Context: an optimization exercise on an open-source flow, tuned for small area, a short achievable clock period and few clock cycles per item. The choices shown serve that exercise and are no tape-out recipe.
In this exercise RTL edits were held to simulation tests only and were not proved equivalent to the original.
Power and IR drop assume default switching activity.

==> inputs of v37 <==
==> flow/design.v (excerpt) <==
module ternary_reversible_cascade_eval (
    input  wire logic                        i_clk,
    input  wire logic                        i_rst_n,
    input  wire logic                        i_cfg_we,
    input  wire logic [tre_pkg::CNT_W-1:0]   i_cfg_data,
    input  wire logic                        i_valid,
    output logic                             o_stall,
    input  wire logic                        i_func,
    input  wire logic [tre_pkg::IDX_W-1:0]   i_gate_index,
    input  wire logic [tre_pkg::TERM_W-1:0]  i_gate_control,
    input  wire logic [tre_pkg::TGT_W-1:0]   i_gate_target,
    input  wire logic [tre_pkg::OP_W-1:0]    i_gate_op,
    input  wire logic [tre_pkg::TERM_W-1:0]  i_term,
    output logic                             o_valid,
    input  wire logic                        i_stall,
    output logic [tre_pkg::TERM_W-1:0]       o_result_term
);
clock: 5.0 ns
lec_check: 0
cap_margin: 20
core_margin: 2
core_utilization: 55
setup_slack_margin: 2.35
slew_margin: 20
standard.sh (not shown) runs the stock make flow with config.mk's settings and CLKGATE_MAP_FILE= SYNTH_SCRIPT=/design/flow/synth_recipe.tcl, a recipe that flattens the netlist after the stock synthesis.
==> flow/flow/run.sh <==
#!/bin/bash
# Standard ORFS layout (the standard.sh, unchanged synthesis script), with slow
# multi-input OR/AND cells, 4-input NOR and mux4 added to the don't-use list so that
# ABC and the resizer build the gate logic from faster NAND/NOR/AOI cells. The
# platform's own don't-use cells are repeated first, since a make command-line
# variable replaces the platform's list. Registers are mapped exactly as in the
# standard synthesis (no flip-flop cell is affected).
set -euo pipefail
cd "$(dirname "$0")/.."
PLAT="sky130_fd_sc_hd__probe_p_8 sky130_fd_sc_hd__probec_p_8 sky130_fd_sc_hd__lpflow_bleeder_1 sky130_fd_sc_hd__lpflow_clkbufkapwr_1 sky130_fd_sc_hd__lpflow_clkbufkapwr_16 sky130_fd_sc_hd__lpflow_clkbufkapwr_2 sky130_fd_sc_hd__lpflow_clkbufkapwr_4 sky130_fd_sc_hd__lpflow_clkbufkapwr_8 sky130_fd_sc_hd__lpflow_clkinvkapwr_1 sky130_fd_sc_hd__lpflow_clkinvkapwr_16 sky130_fd_sc_hd__lpflow_clkinvkapwr_2 sky130_fd_sc_hd__lpflow_clkinvkapwr_4 sky130_fd_sc_hd__lpflow_clkinvkapwr_8 sky130_fd_sc_hd__lpflow_decapkapwr_12 sky130_fd_sc_hd__lpflow_decapkapwr_3 sky130_fd_sc_hd__lpflow_decapkapwr_4 sky130_fd_sc_hd__lpflow_decapkapwr_6 sky130_fd_sc_hd__lpflow_decapkapwr_8 sky130_fd_sc_hd__lpflow_inputiso0n_1 sky130_fd_sc_hd__lpflow_inputiso0p_1 sky130_fd_sc_hd__lpflow_inputiso1n_1 sky130_fd_sc_hd__lpflow_inputiso1p_1 sky130_fd_sc_hd__lpflow_inputisolatch_1 sky130_fd_sc_hd__lpflow_isobufsrc_1 sky130_fd_sc_hd__lpflow_isobufsrc_16 sky130_fd_sc_hd__lpflow_isobufsrc_2 sky130_fd_sc_hd__lpflow_isobufsrc_4 sky130_fd_sc_hd__lpflow_isobufsrc_8 sky130_fd_sc_hd__lpflow_isobufsrckapwr_16 sky130_fd_sc_hd__lpflow_lsbuf_lh_hl_isowell_tap_1 sky130_fd_sc_hd__lpflow_lsbuf_lh_hl_isowell_tap_2 sky130_fd_sc_hd__lpflow_lsbuf_lh_hl_isowell_tap_4 sky130_fd_sc_hd__lpflow_lsbuf_lh_isowell_4 sky130_fd_sc_hd__lpflow_lsbuf_lh_isowell_tap_1 sky130_fd_sc_hd__lpflow_lsbuf_lh_isowell_tap_2 sky130_fd_sc_hd__lpflow_lsbuf_lh_isowell_tap_4 "
EXTRA="sky130_fd_sc_hd__or2_0 sky130_fd_sc_hd__or2_1 sky130_fd_sc_hd__or2_2 sky130_fd_sc_hd__or2_4 sky130_fd_sc_hd__or3_0 sky130_fd_sc_hd__or3_1 sky130_fd_sc_hd__or3_2 sky130_fd_sc_hd__or3_4 sky130_fd_sc_hd__or4_0 sky130_fd_sc_hd__or4_1 sky130_fd_sc_hd__or4_2 sky130_fd_sc_hd__or4_4 sky130_fd_sc_hd__or3b_0 sky130_fd_sc_hd__or3b_1 sky130_fd_sc_hd__or3b_2 sky130_fd_sc_hd__or3b_4 sky130_fd_sc_hd__or4b_0 sky130_fd_sc_hd__or4b_1 sky130_fd_sc_hd__or4b_2 sky130_fd_sc_hd__or4b_4 sky130_fd_sc_hd__or4bb_0 sky130_fd_sc_hd__or4bb_1 sky130_fd_sc_hd__or4bb_2 sky130_fd_sc_hd__or4bb_4 sky130_fd_sc_hd__and3_0 sky130_fd_sc_hd__and3_1 sky130_fd_sc_hd__and3_2 sky130_fd_sc_hd__and3_4 sky130_fd_sc_hd__and4_0 sky130_fd_sc_hd__and4_1 sky130_fd_sc_hd__and4_2 sky130_fd_sc_hd__and4_4 sky130_fd_sc_hd__and3b_0 sky130_fd_sc_hd__and3b_1 sky130_fd_sc_hd__and3b_2 sky130_fd_sc_hd__and3b_4 sky130_fd_sc_hd__and4b_0 sky130_fd_sc_hd__and4b_1 sky130_fd_sc_hd__and4b_2 sky130_fd_sc_hd__and4b_4 sky130_fd_sc_hd__and4bb_0 sky130_fd_sc_hd__and4bb_1 sky130_fd_sc_hd__and4bb_2 sky130_fd_sc_hd__and4bb_4 sky130_fd_sc_hd__and2b_0 sky130_fd_sc_hd__and2b_1 sky130_fd_sc_hd__and2b_2 sky130_fd_sc_hd__and2b_4 sky130_fd_sc_hd__or2b_0 sky130_fd_sc_hd__or2b_1 sky130_fd_sc_hd__or2b_2 sky130_fd_sc_hd__or2b_4 sky130_fd_sc_hd__a2111o_0 sky130_fd_sc_hd__a2111o_1 sky130_fd_sc_hd__a2111o_2 sky130_fd_sc_hd__a2111o_4 sky130_fd_sc_hd__a211o_0 sky130_fd_sc_hd__a211o_1 sky130_fd_sc_hd__a211o_2 sky130_fd_sc_hd__a211o_4 sky130_fd_sc_hd__a311o_0 sky130_fd_sc_hd__a311o_1 sky130_fd_sc_hd__a311o_2 sky130_fd_sc_hd__a311o_4 sky130_fd_sc_hd__o2111a_0 sky130_fd_sc_hd__o2111a_1 sky130_fd_sc_hd__o2111a_2 sky130_fd_sc_hd__o2111a_4 sky130_fd_sc_hd__o211a_0 sky130_fd_sc_hd__o211a_1 sky130_fd_sc_hd__o211a_2 sky130_fd_sc_hd__o211a_4 sky130_fd_sc_hd__o311a_0 sky130_fd_sc_hd__o311a_1 sky130_fd_sc_hd__o311a_2 sky130_fd_sc_hd__o311a_4 sky130_fd_sc_hd__a41o_0 sky130_fd_sc_hd__a41o_1 sky130_fd_sc_hd__a41o_2 sky130_fd_sc_hd__a41o_4 sky130_fd_sc_hd__o41a_0 sky130_fd_sc_hd__o41a_1 sky130_fd_sc_hd__o41a_2 sky130_fd_sc_hd__o41a_4 sky130_fd_sc_hd__a32o_0 sky130_fd_sc_hd__a32o_1 sky130_fd_sc_hd__a32o_2 sky130_fd_sc_hd__a32o_4 sky130_fd_sc_hd__o32a_0 sky130_fd_sc_hd__o32a_1 sky130_fd_sc_hd__o32a_2 sky130_fd_sc_hd__o32a_4 sky130_fd_sc_hd__a31o_0 sky130_fd_sc_hd__a31o_1 sky130_fd_sc_hd__a31o_2 sky130_fd_sc_hd__a31o_4 sky130_fd_sc_hd__o31a_0 sky130_fd_sc_hd__o31a_1 sky130_fd_sc_hd__o31a_2 sky130_fd_sc_hd__o31a_4 sky130_fd_sc_hd__mux4_0 sky130_fd_sc_hd__mux4_1 sky130_fd_sc_hd__mux4_2 sky130_fd_sc_hd__mux4_4 sky130_fd_sc_hd__nor4_0 sky130_fd_sc_hd__nor4_1 sky130_fd_sc_hd__nor4_2 sky130_fd_sc_hd__nor4_4 sky130_fd_sc_hd__nor4b_0 sky130_fd_sc_hd__nor4b_1 sky130_fd_sc_hd__nor4b_2 sky130_fd_sc_hd__nor4b_4 sky130_fd_sc_hd__nor4bb_0 sky130_fd_sc_hd__nor4bb_1 sky130_fd_sc_hd__nor4bb_2 sky130_fd_sc_hd__nor4bb_4 sky130_fd_sc_hd__a2111oi_0 sky130_fd_sc_hd__a2111oi_1 sky130_fd_sc_hd__a2111oi_2 sky130_fd_sc_hd__a2111oi_4 sky130_fd_sc_hd__o2111ai_0 sky130_fd_sc_hd__o2111ai_1 sky130_fd_sc_hd__o2111ai_2 sky130_fd_sc_hd__o2111ai_4 "
bash standard.sh "DONT_USE_CELLS=$PLAT $EXTRA" finish > flow_standard.log 2>&1
==> v12 (differences from v37) <==
--- a/flow/design.v
+++ b/flow/design.v
@@ -71,11 +71,11 @@
 `default_nettype wire
 `timescale 1ns / 1ps
 `default_nettype none
 module tre_cell (
     input  wire logic [tre_pkg::TERM_W-1:0] i_control,
-    input  wire logic [tre_pkg::TERM_TRITS-1:0] i_tsel,
+    input  wire logic [tre_pkg::TGT_W-1:0]  i_target,
     input  wire logic [tre_pkg::OP_W-1:0]   i_op,
     input  wire logic                       i_active,
     input  wire logic [tre_pkg::TERM_W-1:0] i_term,
     output logic [tre_pkg::TERM_W-1:0]      o_term
 );
@@ -85,11 +85,11 @@
     logic [1:0]                     w_new;
     logic                           w_fire;
     always_comb begin
         w_trit = 2'd0;
         for (int k = 0; k < tre_pkg::TERM_TRITS; k++) begin
-            w_dec[k] = i_tsel[k];
+            w_dec[k] = (i_target == tre_pkg::TGT_W'(k));
             w_eq[k]  = w_dec[k] || (i_term[2*k +: 2] == i_control[2*k +: 2]);
             w_trit   = w_trit | (w_dec[k] ? i_term[2*k +: 2] : 2'd0);
         end
         w_fire = i_active && (&w_eq);
         w_new  = tre_pkg::perm_trit(i_op, w_trit);
@@ -153,11 +153,11 @@
     logic                        r_in_valid;
     logic                        r_in_load;
     logic [TW-1:0]               r_in_data;    
     logic [7:0]                  r_in_sel_hi;  
     logic [7:0]                  r_in_sel_lo;
-    logic [tre_pkg::TERM_TRITS-1:0] r_in_tsel;    
+    logic [tre_pkg::TGT_W-1:0]   r_in_target;
     logic [tre_pkg::OP_W-1:0]    r_in_op;
     logic                        w_accept;
     logic                        w_adv;        
     logic                        r_busy;       
     logic                        w_in_leave;
@@ -225,23 +225,22 @@
             r_in_data   <= (i_func == tre_pkg::FUNC_LOAD) ? i_gate_control : i_term;
             for (int j = 0; j < 8; j++) begin
                 r_in_sel_hi[j] <= (i_gate_index[5:3] == 3'(j));
                 r_in_sel_lo[j] <= (i_gate_index[2:0] == 3'(j));
             end
-            for (int k = 0; k < tre_pkg::TERM_TRITS; k++)
-                r_in_tsel[k] <= (i_gate_target == tre_pkg::TGT_W'(k));
+            r_in_target <= i_gate_target;
             r_in_op     <= tre_pkg::enc_op(i_gate_control, i_gate_target, i_gate_op);
         end
     end
     logic [TW-1:0]               g_control [NG];
-    logic [tre_pkg::TERM_TRITS-1:0] g_target [NG];
+    logic [tre_pkg::TGT_W-1:0]   g_target  [NG];
     logic [tre_pkg::OP_W-1:0]    g_op      [NG];
     for (genvar g = 0; g < NG; g++) begin : g_store
         always_ff @(posedge i_clk) begin
             if (w_write && r_in_sel_hi[g / 8] && r_in_sel_lo[g % 8]) begin
                 g_control[g] <= r_in_data;
-                g_target[g]  <= r_in_tsel;
+                g_target[g]  <= r_in_target;
                 g_op[g]      <= r_in_op;
             end
         end
     end
     for (genvar s = 1; s <= NS; s++) begin : g_stage
@@ -254,11 +253,11 @@
         for (genvar j = 0; j < G; j++) begin : g_gate
             localparam int GI = (s - 1) * G + j;
             if (GI < NG) begin : g_on
                 tre_cell u_cell (
                     .i_control (g_control[GI]),
-                    .i_tsel    (g_target[GI]),
+                    .i_target  (g_target[GI]),
                     .i_op      (g_op[GI]),
                     .i_active  (r_active[GI]),
                     .i_term    (w_t[j]),
                     .o_term    (w_t[j+1])
                 );
- SETUP_SLACK_MARGIN: 2.35 -> 2.2
==> v31 (differences from v37) <==
--- a/flow/design.v
+++ b/flow/design.v
@@ -150,11 +150,12 @@
         end
     end
     logic                        r_stall;
     logic                        r_in_valid;
     logic                        r_in_load;
-    logic [TW-1:0]               r_in_data;    
+    logic [TW-1:0]               r_in_term;    
+    logic [TW-1:0]               r_in_ctl;     
     logic [7:0]                  r_in_sel_hi;  
     logic [7:0]                  r_in_sel_lo;
     logic [tre_pkg::TERM_TRITS-1:0] r_in_tsel;    
     logic [tre_pkg::OP_W-1:0]    r_in_op;
     logic                        w_accept;
@@ -175,10 +176,11 @@
             w_chain_term  = w_chain_term  | (r_exit[j] ? r_term[EXW*(j+1)] : '0);
         end
     end
     logic                        r_out_valid;
     logic [TW-1:0]               r_out_term;
+    logic [TW-1:0]               r_out_copy_n;  
     logic                        r_skid_valid;
     logic [TW-1:0]               r_skid_term;
     assign w_accept   = i_valid && !r_stall;
     assign w_adv      = !r_skid_valid;
     assign w_in_leave = r_in_valid && (r_in_load ? !r_busy : w_adv);
@@ -220,11 +222,12 @@
         end
     end
     always_ff @(posedge i_clk) begin
         if (!r_stall) begin
             r_in_load   <= (i_func == tre_pkg::FUNC_LOAD);
-            r_in_data   <= (i_func == tre_pkg::FUNC_LOAD) ? i_gate_control : i_term;
+            r_in_term   <= i_term;
+            r_in_ctl    <= i_gate_control;
             for (int j = 0; j < 8; j++) begin
                 r_in_sel_hi[j] <= (i_gate_index[5:3] == 3'(j));
                 r_in_sel_lo[j] <= (i_gate_index[2:0] == 3'(j));
             end
             for (int k = 0; k < tre_pkg::TERM_TRITS; k++)
@@ -236,20 +239,20 @@
     logic [tre_pkg::TERM_TRITS-1:0] g_target [NG];
     logic [tre_pkg::OP_W-1:0]    g_op      [NG];
     for (genvar g = 0; g < NG; g++) begin : g_store
         always_ff @(posedge i_clk) begin
             if (w_write && r_in_sel_hi[g / 8] && r_in_sel_lo[g % 8]) begin
-                g_control[g] <= r_in_data;
+                g_control[g] <= r_in_ctl;
                 g_target[g]  <= r_in_tsel;
                 g_op[g]      <= r_in_op;
             end
         end
     end
     for (genvar s = 1; s <= NS; s++) begin : g_stage
         logic [TW-1:0] w_t [G+1];
         if (s == 1) begin : g_first
-            assign w_t[0] = r_in_data;
+            assign w_t[0] = r_in_term;
         end else begin : g_rest
             assign w_t[0] = r_term[s-1];
         end
         for (genvar j = 0; j < G; j++) begin : g_gate
             localparam int GI = (s - 1) * G + j;
@@ -296,19 +299,23 @@
             end else if (!r_out_valid || w_take) begin
                 r_out_valid <= w_chain_valid;
             end
         end
     end
+    logic          w_out_load;
+    logic [TW-1:0] w_out_new;
+    assign w_out_load = r_skid_valid ? w_take : (!r_out_valid || w_take);
+    assign w_out_new  = r_skid_valid ? r_skid_term : w_chain_term;
     always_ff @(posedge i_clk) begin
-        if (r_skid_valid) begin
-            if (w_take)
-                r_out_term <= r_skid_term;
-        end else if (!r_out_valid || w_take) begin
-            r_out_term <= w_chain_term;
+        if (w_out_load) begin
+            r_out_copy_n <= ~w_out_new;
         end
     end
     always_ff @(posedge i_clk) begin
+        r_out_term <= w_out_load ? w_out_new : ~r_out_copy_n;
+    end
+    always_ff @(posedge i_clk) begin
         if (!r_skid_valid) begin
             r_skid_term <= w_chain_term;
         end
     end
     assign o_stall       = r_stall;
- CORE_UTILIZATION: 55 -> 50
- SETUP_SLACK_MARGIN: 2.35 -> 2.45
==> v27 (differences from v37) <==
--- a/flow/design.v
+++ b/flow/design.v
@@ -150,11 +150,12 @@
         end
     end
     logic                        r_stall;
     logic                        r_in_valid;
     logic                        r_in_load;
-    logic [TW-1:0]               r_in_data;    
+    logic [TW-1:0]               r_in_term;    
+    logic [TW-1:0]               r_in_ctl;     
     logic [7:0]                  r_in_sel_hi;  
     logic [7:0]                  r_in_sel_lo;
     logic [tre_pkg::TERM_TRITS-1:0] r_in_tsel;    
     logic [tre_pkg::OP_W-1:0]    r_in_op;
     logic                        w_accept;
@@ -175,10 +176,11 @@
             w_chain_term  = w_chain_term  | (r_exit[j] ? r_term[EXW*(j+1)] : '0);
         end
     end
     logic                        r_out_valid;
     logic [TW-1:0]               r_out_term;
+    logic [TW-1:0]               r_out_copy_n;  
     logic                        r_skid_valid;
     logic [TW-1:0]               r_skid_term;
     assign w_accept   = i_valid && !r_stall;
     assign w_adv      = !r_skid_valid;
     assign w_in_leave = r_in_valid && (r_in_load ? !r_busy : w_adv);
@@ -220,11 +222,12 @@
         end
     end
     always_ff @(posedge i_clk) begin
         if (!r_stall) begin
             r_in_load   <= (i_func == tre_pkg::FUNC_LOAD);
-            r_in_data   <= (i_func == tre_pkg::FUNC_LOAD) ? i_gate_control : i_term;
+            r_in_term   <= i_term;
+            r_in_ctl    <= i_gate_control;
             for (int j = 0; j < 8; j++) begin
                 r_in_sel_hi[j] <= (i_gate_index[5:3] == 3'(j));
                 r_in_sel_lo[j] <= (i_gate_index[2:0] == 3'(j));
             end
             for (int k = 0; k < tre_pkg::TERM_TRITS; k++)
@@ -236,20 +239,20 @@
     logic [tre_pkg::TERM_TRITS-1:0] g_target [NG];
     logic [tre_pkg::OP_W-1:0]    g_op      [NG];
     for (genvar g = 0; g < NG; g++) begin : g_store
         always_ff @(posedge i_clk) begin
             if (w_write && r_in_sel_hi[g / 8] && r_in_sel_lo[g % 8]) begin
-                g_control[g] <= r_in_data;
+                g_control[g] <= r_in_ctl;
                 g_target[g]  <= r_in_tsel;
                 g_op[g]      <= r_in_op;
             end
         end
     end
     for (genvar s = 1; s <= NS; s++) begin : g_stage
         logic [TW-1:0] w_t [G+1];
         if (s == 1) begin : g_first
-            assign w_t[0] = r_in_data;
+            assign w_t[0] = r_in_term;
         end else begin : g_rest
             assign w_t[0] = r_term[s-1];
         end
         for (genvar j = 0; j < G; j++) begin : g_gate
             localparam int GI = (s - 1) * G + j;
@@ -296,19 +299,23 @@
             end else if (!r_out_valid || w_take) begin
                 r_out_valid <= w_chain_valid;
             end
         end
     end
+    logic          w_out_load;
+    logic [TW-1:0] w_out_new;
+    assign w_out_load = r_skid_valid ? w_take : (!r_out_valid || w_take);
+    assign w_out_new  = r_skid_valid ? r_skid_term : w_chain_term;
     always_ff @(posedge i_clk) begin
-        if (r_skid_valid) begin
-            if (w_take)
-                r_out_term <= r_skid_term;
-        end else if (!r_out_valid || w_take) begin
-            r_out_term <= w_chain_term;
+        if (w_out_load) begin
+            r_out_copy_n <= ~w_out_new;
         end
     end
     always_ff @(posedge i_clk) begin
+        r_out_term <= w_out_load ? w_out_new : ~r_out_copy_n;
+    end
+    always_ff @(posedge i_clk) begin
         if (!r_skid_valid) begin
             r_skid_term <= w_chain_term;
         end
     end
     assign o_stall       = r_stall;
- CORE_UTILIZATION: 55 -> 50
- SETUP_SLACK_MARGIN: 2.35 -> 2.55
==> summary.txt <==
	v37	v12	v27	v31
Post-route clock period utilization	54.21%	56.12%	50.16%	51.31%
Clock network power share	38.9%	41.5%	39.8%	39.9%
Register fraction of the total cell area	60.82%	51.61%	60.10%	60.58%
Critical path buffer and inverter count	1	0	1	1
Simple-gate share of the synthesized area	6.629%	13.31%	6.657%	6.657%
Run status	timing/DRC/antenna clean	timing/DRC/antenna clean	timing/DRC/antenna clean	timing/DRC/antenna clean
Routed via count	87358	102890	88477	87748
Count of different cell masters after synthesis	44	81	46	46
Fraction of met1 tracks used by global routing	47.38%	46.65%	42.43%	42.30%
Number of diodes	48	39	31	34
Number of ordinary and repair buffers in the finished layout	257	719	398	304
Worst hold path startpoint	r_valid[38]	r_valid[1]	r_out_copy_n[3]	r_out_copy_n[12]
Worst-skew pair later-pin latency	0.97 ns	0.92 ns	0.94 ns	0.95 ns
Switching component of the power	0.01655 W	0.01427 W	0.01621 W	0.01611 W
Achievable Freq	368.9 MHz	356.4 MHz	398.7 MHz	389.8 MHz
Die Ht	512.9 um	524.5 um	539.2 um	539.2 um
Largest voltage drop on the vdd net	0.0003830 V	0.0002729 V	0.0003464 V	0.0003514 V
# Taps	3384	3570	3762	3762
Testbench counts of v37, summed over its fixed seeds: cycles 16,041, items 12,800.
Testbench counts of v12, summed over its fixed seeds: cycles 16,041, items 12,800.
Testbench counts of v31, summed over its fixed seeds: cycles 16,041, items 12,800.
Testbench counts of v27, summed over its fixed seeds: cycles 16,041, items 12,800.

[port drivers added, routing unchanged]
The results above use ideal ports. As a check the final layouts listed here were re-extracted and re-timed, cells and wires unchanged. Step 1 (the two cells are an assumption about what drives the block):
set clk [get_ports {i_clk}]
set_driving_cell -lib_cell sky130_fd_sc_hd__clkbuf_16 $clk
set_driving_cell -lib_cell sky130_fd_sc_hd__buf_2 [delete_from_list [all_inputs] $clk]
Step 2 adds t to the input delays and takes it off the output delays; t is the mean of the earliest and latest rising clock arrival at the registers after step 1. Input paths then give back, and output paths get back, about the clock's delay inside the block. Three values: ideal ports, drivers, drivers and shift; two values: the first two.
run | t (ns) | slack for setup (ns) | hold slack, ns | worst setup path after step 2 | worst slew at a driven data input, ns
v37 | 1.047 | 2.289 / 2.183 / 2.105 | 0.490 / 0.490 / 0.490 | input to register | 0.17
v12 | 1.013 | 2.194 / 2.152 / 2.165 | 0.520 / 0.520 / 0.520 | input to register | 0.22
v31 | 1.047 | 2.434 / 2.379 / 1.950 | 0.405 / 0.405 / 0.405 | input to register | 0.11
v27 | 1.019 | 2.492 / 2.402 / 1.967 | 0.407 / 0.407 / 0.407 | input to register | 0.12
After both steps every run listed still meets setup and hold. The setup slack of v27, which loses most, moves by -0.090 ns with the drivers and by -0.525 ns with both steps.
